From an optimization exercise on the open Yosys and OpenROAD flow, aimed at small area and a short achievable clock period; shortcuts taken in it are not production practice. For this run, only the layout was checked, not whether the RTL still works. Power figures rest on the tool's default switching activity, not on a simulated workload.

<file path="design.v">
package rf_pkg;
  localparam int unsigned DataWidth = 32;
  localparam int unsigned IntgWidth = 7;
  localparam int unsigned WordWidth = DataWidth + IntgWidth;
  localparam int unsigned AddrWidth = 5;
  localparam logic [IntgWidth*DataWidth-1:0] IntgMask = {
    32'h0810_2040,   
    32'h0408_1020,
    32'h0204_0810,
    32'h8102_0408,
    32'h4081_0204,
    32'h2040_8102,
    32'h1020_4081    
  };
endpackage
module rf_intg_check (
  input  logic [rf_pkg::WordWidth-1:0] word_i,
  output logic                         err_o
);
  logic [rf_pkg::DataWidth-1:0] data;
  logic [rf_pkg::IntgWidth-1:0] intg;
  logic [rf_pkg::IntgWidth-1:0] intg_calc;
  assign data = word_i[rf_pkg::DataWidth-1:0];
  assign intg = word_i[rf_pkg::WordWidth-1:rf_pkg::DataWidth];
  always_comb begin
    for (int k = 0; k < rf_pkg::IntgWidth; k++) begin
      intg_calc[k] = ^(data & rf_pkg::IntgMask[32*k +: 32]);
    end
  end
  assign err_o = (intg_calc != intg);
endmodule
module rf_regs #(
  parameter int unsigned NumRegs = 32
) (
  input  logic                         clk_i,
  input  logic                         rst_ni,
  input  logic                         we_i,
  input  logic [rf_pkg::AddrWidth-1:0] waddr_i,
  input  logic [rf_pkg::WordWidth-1:0] wdata_i,
  input  logic                         re_i,
  input  logic [rf_pkg::AddrWidth-1:0] raddr_i,
  output logic [rf_pkg::WordWidth-1:0] rdata_o
);
  logic [rf_pkg::WordWidth-1:0] regs_q [1:NumRegs-1];
  logic [NumRegs-1:1]           valid_q;
  logic [NumRegs-1:1]           we_dec;
  logic [NumRegs-1:1]           re_dec;
  for (genvar i = 1; i < NumRegs; i++) begin : gen_regs
    assign we_dec[i] = we_i & (waddr_i == rf_pkg::AddrWidth'(i));
    always_ff @(posedge clk_i or negedge rst_ni) begin
      if (!rst_ni) begin
        valid_q[i] <= 1'b0;
      end else if (we_dec[i]) begin
        valid_q[i] <= 1'b1;
      end
    end
    always_ff @(posedge clk_i) begin
      if (we_dec[i]) begin
        regs_q[i] <= wdata_i;
      end
    end
  end
  always_comb begin
    rdata_o = '0;
    for (int i = 1; i < NumRegs; i++) begin
      re_dec[i] = re_i & valid_q[i] & (raddr_i == rf_pkg::AddrWidth'(i));
      rdata_o   = rdata_o | ({rf_pkg::WordWidth{re_dec[i]}} & regs_q[i]);
    end
  end
endmodule
module rf_ctrl (
  input  logic                         clk_i,
  input  logic                         rst_ni,
  input  logic                         acc_req_i,
  input  logic                         acc_we_i,
  output logic                         acc_gnt_o,
  output logic                         acc_rvalid_o,
  output logic [rf_pkg::DataWidth-1:0] acc_rdata_o,
  output logic                         acc_err_o,
  output logic                         core_sleep_o,
  output logic                         alert_major_o,
  output logic                         rf_we_o,
  output logic                         rf_re_o,
  input  logic [rf_pkg::WordWidth-1:0] rf_rdata_i
);
  logic                         gnt;
  logic                         rvalid_q;
  logic [rf_pkg::DataWidth-1:0] rdata_q;
  logic                         intg_err;
  logic                         err_q;
  logic                         alert_q;
  assign gnt       = acc_req_i & ~rvalid_q;
  assign acc_gnt_o = gnt;
  assign rf_we_o = gnt & acc_we_i;
  assign rf_re_o = gnt & ~acc_we_i;
  rf_intg_check u_intg_check (
    .word_i(rf_rdata_i),
    .err_o (intg_err)
  );
  always_ff @(posedge clk_i or negedge rst_ni) begin
    if (!rst_ni) begin
      rvalid_q <= 1'b0;
      rdata_q  <= '0;
      err_q    <= 1'b0;
    end else begin
      rvalid_q <= gnt;
      rdata_q  <= rf_rdata_i[rf_pkg::DataWidth-1:0];
      err_q    <= intg_err;
    end
  end
  assign acc_rvalid_o = rvalid_q;
  assign acc_rdata_o  = rdata_q;
  assign acc_err_o    = err_q;
  always_ff @(posedge clk_i or negedge rst_ni) begin
    if (!rst_ni) begin
      alert_q <= 1'b0;
    end else begin
      alert_q <= alert_q | err_q;
    end
  end
  assign alert_major_o = alert_q;
  assign core_sleep_o  = ~acc_req_i & ~rvalid_q;
endmodule
module rf_top #(
  parameter int unsigned NumRegs = 32
) (
  input  logic                         clk_i,
  input  logic                         rst_ni,
  input  logic                         acc_req_i,
  output logic                         acc_gnt_o,
  input  logic                         acc_we_i,
  input  logic [rf_pkg::AddrWidth-1:0] acc_addr_i,
  input  logic [rf_pkg::DataWidth-1:0] acc_wdata_i,
  input  logic [rf_pkg::IntgWidth-1:0] acc_wintg_i,
  output logic                         acc_rvalid_o,
  output logic [rf_pkg::DataWidth-1:0] acc_rdata_o,
  output logic                         acc_err_o,
  output logic                         core_sleep_o,
  output logic                         alert_major_o
);
  logic                         rf_we;
  logic                         rf_re;
  logic [rf_pkg::WordWidth-1:0] rf_rdata;
  rf_ctrl u_ctrl (
    .clk_i        (clk_i),
    .rst_ni       (rst_ni),
    .acc_req_i    (acc_req_i),
    .acc_we_i     (acc_we_i),
    .acc_gnt_o    (acc_gnt_o),
    .acc_rvalid_o (acc_rvalid_o),
    .acc_rdata_o  (acc_rdata_o),
    .acc_err_o    (acc_err_o),
    .core_sleep_o (core_sleep_o),
    .alert_major_o(alert_major_o),
    .rf_we_o      (rf_we),
    .rf_re_o      (rf_re),
    .rf_rdata_i   (rf_rdata)
  );
  rf_regs #(
    .NumRegs(NumRegs)
  ) u_regs (
    .clk_i  (clk_i),
    .rst_ni (rst_ni),
    .we_i   (rf_we),
    .waddr_i(acc_addr_i),
    .wdata_i({acc_wintg_i, acc_wdata_i}),
    .re_i   (rf_re),
    .raddr_i(acc_addr_i),
    .rdata_o(rf_rdata)
  );
endmodule
</file>
<file path="flow/run.sh">
#!/bin/bash
# Standard layout, with
# - the final ABC mapping of synthesis aimed at area (flow/synth_area.tcl),
# - the port buffers made plain buffers,
# - the timing repair aimed at a slack margin so it works below the 15 ns
#   constraint.
# All tool output goes to standard.log here and ORFS's logs under orfs/logs.
set -euo pipefail
export AREA_ABC=$(pwd)/flow/area.abc
bash standard.sh \
  SYNTH_SCRIPT=$(pwd)/flow/synth_area.tcl \
  SETUP_SLACK_MARGIN=8.5 \
  "BUFFER_PORTS_ARGS=-buffer_cell sky130_fd_sc_hd__buf_2" \
  finish > standard.log 2>&1
</file>
<file path="flow/area.abc">
&get -n
&st
&dc2
&syn3
&dch -f
&nf -a -R 1000
&put
</file>
<file path="flow/synth_area.tcl">
# The standard synthesis (synth_recipe.tcl), except that the final ABC
# mapping uses an area-oriented script (area.abc, named by AREA_ABC)
proc synth {args} { yosys synth -nofsm -noshare {*}$args }
proc abc {args} {
  set i [lsearch -exact $args -script]
  if { $i >= 0 } {
    lset args [expr { $i + 1 }] $::env(AREA_ABC)
  }
  yosys abc {*}$args
}
source $::env(SCRIPTS_DIR)/synth.tcl
# left out here: clear keep_hierarchy, flatten, clean up, hide names made inside functions, write 1_2_yosys.v
</file>
<file path="standard.sh">
#!/bin/bash
# synth_recipe.tcl (not shown) runs the flow's synth.tcl, then flattens the netlist and writes it again
# the make line also repeats each setting of config.mk as NAME=value (left out here)
make -C /OpenROAD-flow-scripts/flow DESIGN_CONFIG=/design/flow/config.mk WORK_HOME=/design/flow/orfs CLKGATE_MAP_FILE= SYNTH_SCRIPT=/design/flow/synth_recipe.tcl "${@:-finish}"
</file>
<file path="config.mk">
export PLATFORM = sky130hd
export DESIGN_NAME = rf_top
export DESIGN_NICKNAME = rf_top
export VERILOG_FILES = /design/flow/design.v
export SDC_FILE = /design/flow/constraint.sdc
export NUM_CORES = 4
export LEC_CHECK = 0
export CAP_MARGIN = 30
export CORE_MARGIN = 2
export CORE_UTILIZATION = 40
export CTS_BUF_LIST = sky130_fd_sc_hd__clkbuf_16
export CTS_CLUSTER_DIAMETER = 80
export CTS_CLUSTER_SIZE = 30
export SLEW_MARGIN = 30
</file>
<file path="constraint.sdc">
create_clock -name core_clock -period 15.0 [get_ports {clk_i}]
set_input_delay 3.0000 -clock core_clock [delete_from_list [all_inputs] [get_ports {clk_i}]]
set_output_delay 3.0000 -clock core_clock [all_outputs]
set_load 0.01 [all_outputs]
</file>
==> summary.md <==
| Metric | Value |
|---|---|
| Setup CP Type | `primary input to register` |
| Data arrival, critical path | `7.04 ns` |
| Detail Route Antenna Nets | `0` |
| CTS root buf | `clkbuf_16` |
| Max Buffers Root-to-Sink | `3` |
| Setup TNS | `0 ns` |
| Clock power share | `30.5%` |
| Sequential fraction of the synthesis area | `85.2%` |
| Power per cell area | `118 nW/um^2` |
| Die area | `114,000 um^2` |
| Setup crit start | `acc_req_i` |
| Tightest Pin Transition | `1.08 ns` |
| Worst R2R Start | `u_ctrl.rvalid_q` |
| CP Capture Type | `register` |
| Final hold violations | `0` |
| Outcome | `complete, no violations` |
| Clock sink count | `1,275` |
| GRT Resource Usage Total | `24.7%` |
| WP data required | `15.55 ns` |
| GRT Residual Overflow | `0` |
| Pre-antenna DRT Iters | `9` |
| Internal | `4.65 mW` |
| Core Box Area | `111,000 um^2` |
| Distinct cell type count after synthesis | `23` |
| Setup crit start kind | `primary input` |
| Initial Utilization | `40.3%` |
| Syn_area_per_cell | `20.2 um^2` |
| Final net count | `2,468` |
| DIE WIDTH | `338 um` |
| Register Area | `38,000 um^2` |
| I/O pins | `85` |
| Most common cell after layout, fill and taps aside | `edfxtp_1` |
| Detailed Route Iter0 Violations | `4,817` |
| Syn nets | `2,253` |
| Share of cells above drive strength 1 | `12.3%` |
| Peak supply drop | `0.0976 mV` |
| Die Y-Extent | `338 um` |
| Switching part of the total | `20.4%` |
| Drc violations | `0` |
| Ys Warns | `4` |
| R2R depth | `15` |
| Reg2reg setup slack | `10.61 ns` |
| Filler cells | `9,417` |
| Yosys reg bits | `1,275` |
| Post-CTS Hold Buffers | `0` |
| Netlist Area Pre-Place | `44,600 um^2` |
| Hold Path Origin | `u_regs.valid_q[12]` |
| Slew headroom | `27.8%` |
| Util after Layout | `44.9%` |
| # rows | `122` |
| Area of the multi-input gates | `7010 um^2` |
| Sw Pwr | `1.19 mW` |
| Buffers on Ports | `84` |
| Gpl congestion | `0.811` |
| CTS tree | `yes` |
| RSZ-0062 raised after global routing | `false` |
| Mapped Cells | `2,205` |
| Final min period | `6.49 ns` |
| Fmax | `0.154 GHz` |
| Routed wire length | `143 mm` |
| Worst Hold Class | `register to register` |
| Max cap viols | `0` |
| H-tree level count | `2` |
| Initial antenna violation count | `4` |
| Crit-path max FO | `29` |
| Leak pwr | `15.6 nW` |
| Area Overhead vs Synth | `11.3%` |
| Vias | `25,476` |
| Largest net degree at the start of global routing | `47` |
| CP endpoint | `u_ctrl.err_q` |
| Fin. max-slew vios | `0` |
| Final HPWL DP | `71.2 mm` |
| Final setup fails | `0` |
| Cts bufs inserted | `52` |
| Vias in the first global route | `24,684` |
| Skew final | `0.0368 ns` |
| Total power | `5.84 mW` |
| Final worst-path cycle share | `43.3%` |
| Reg-to-Reg End | `u_ctrl.err_q` |
| Flop pwr share | `67.3%` |
| WL per Instance | `36.2 um` |
| First-pass GRT wire length | `196 mm` |
| Combinational share of power | `2.2%` |
| Most frequent cells in the layout | `1,209 x edfxtp_1, 217 x a22oi_1, 144 x a222oi_1` |
| Clk pin slew, worst setup/hold paths | `0.11 ns` |
| Clock latency (worst-skew pair) | `0.68 ns` |
| Avg Vias per Cell | `6.46` |
-- sequential cells by signal (all words and copies together), names as in the netlist --
name / cells
u_ctrl.alert_q: 1
u_ctrl.err_q: 1
u_ctrl.rdata_q: 32
u_ctrl.rvalid_q: 1
u_regs.regs_q: 1209
u_regs.valid_q: 31
-- cells in the mapped netlist --
cell type,number,area share [%]
edfxtp_1,1209,81
a22oi_1,217,3.7
a222oi_1,144,3.2
nand2_1,118,0.99
nand4_1,87,1.2
a221oi_1,77,1.5
dfrtp_1,66,3.7
a22o_1,59,1.2
nor2_1,41,0.35
and3_1,36,0.51
or2_0,33,0.46
nand3_1,30,0.34
xnor2_1,26,0.51
or3_1,20,0.28
nor3_1,11,0.12
nor2b_1,6,0.084
nor4_1,6,0.084
xor2_1,6,0.12
nand2b_1,5,0.070
a2111oi_0,3,0.059
a21oi_1,3,0.034
and2_0,1,0.014
and3b_1,1,0.020
-- worst max-delay path: stages --
cell and delay (ns):
buf_2 0.10, nor2b_2 0.16, nor2b_1 0.17, nand2b_1 0.14, nor2_1 0.11, and3_2 0.38, buf_8 0.31, a22o_1 0.23
a221oi_1 0.29, nand4_1 0.20, or3_4 0.49, xor2_1 0.21, xnor2_2 0.35, xnor2_1 0.25, nor4_4 0.46, nand4_1 0.16
-- through the flow --
step | cells | area, um^2 | hold slack [ns] | worst slack, ns
2_1_floorplan | 2205 | 44600 | 0.435 | 8.70
3_3_place_gp | 3846 | 47600 | 0.451 | 6.94
3_5_place_dp | 3846 | 47600 | 0.457 | 6.90
4_1_cts | 3935 | 49400 | 0.481 | 8.48
5_1_grt | 3944 | 49600 | 0.499 | 8.49
6_report | 3945 | 49600 | 0.482 | 8.51
-- what timing repair did --
item,in CTS,in global routing
gates cloned,0,1
gates resized for setup,25,38
pin swaps,0,8
endpoints found under the setup margin,2,1
setup buffers,0,7
-- power groups by stage --
stage | Combinational, mW | Sequential [mW] | Clock (mW)
finish | 0.129 | 3.93 | 1.78
global route | 0.138 | 3.93 | 1.91
CTS | 0.128 | 3.93 | 1.80
detailed placement | 0.124 | 4.01 | 0
global placement | 0.118 | 4.01 | 0
floorplan | 0.0325 | 4.01 | 0
-- final cells by class --
cell class              count  share of cell area (%)
diodes                      2                  0.0101
clock buffers              53                    2.68
clock inverters            36                   0.596
multi-input cells         931                    14.1
flip-flops and latches   1275                    76.6
well taps                1488                    3.76
repair buffers            160                    2.26
-- worst min path at each step --
stage                               endpoint  slack [ns]  cells past startpoint
final                     u_regs.valid_q[12]        0.48                      1
after global routing      u_regs.valid_q[12]        0.50                      1
after CTS                 u_regs.valid_q[11]        0.48                      1
after detailed placement  u_regs.valid_q[21]        0.46                      1
after global placement    u_regs.valid_q[20]        0.45                      1
after floorplan           u_regs.valid_q[10]        0.43                      1
-- cells by family (layout without fill, tap and decap cells) --
family | after synthesis | after routing | synth area share, %
compound gates | 503 | 503 | 9.66
xor+xnor | 32 | 32 | 0.629
buf+inv | 0 | 249 | 0
flops | 1275 | 1275 | 85.2
other cells | 0 | 2 | 0
simple gates | 395 | 396 | 4.54
-- routing by layer --
metal / GRT usage, % / part of all wire [%] / up-vias / routed length [um]
li1: - / - / 10020 / -
met1: 33.0 / 37 / 13378 / 53000
met2: 41.5 / 49 / 1857 / 69900
met3: 4.70 / 11 / 217 / 16000
met4: 7.09 / 2.7 / 4 / 3830
met5: 0 / 0.015 / - / 22

[afterwards: timing with drivers on the ports]
The results above use ideal ports. As a check the final layout listed here was re-extracted and re-timed, cells and wires unchanged.
Step 1, drivers: a clkbuf_16 drives clk_i and a buf_2 each remaining input, both assumed.
Step 2 times the ports against the registers' clock, not the clock port: input delays grow and output delays shrink by t, the midpoint of the rising clock arrivals with the driver on.
Slacks: ideal / step 1 / step 2; pairs: ideal / step 1.
shift t [ns]: 0.724
slack for setup (ns): 8.509 / 8.534 / 7.827
clock arrival spread, ns: 0.039 / 0.039
worst slew at a driven data input, ns: 0.14
cell pins on the clock port's net: 1
After both steps setup and hold are still met in this run. The setup slack of this run moves by +0.025 ns with the drivers and by -0.682 ns with both steps.
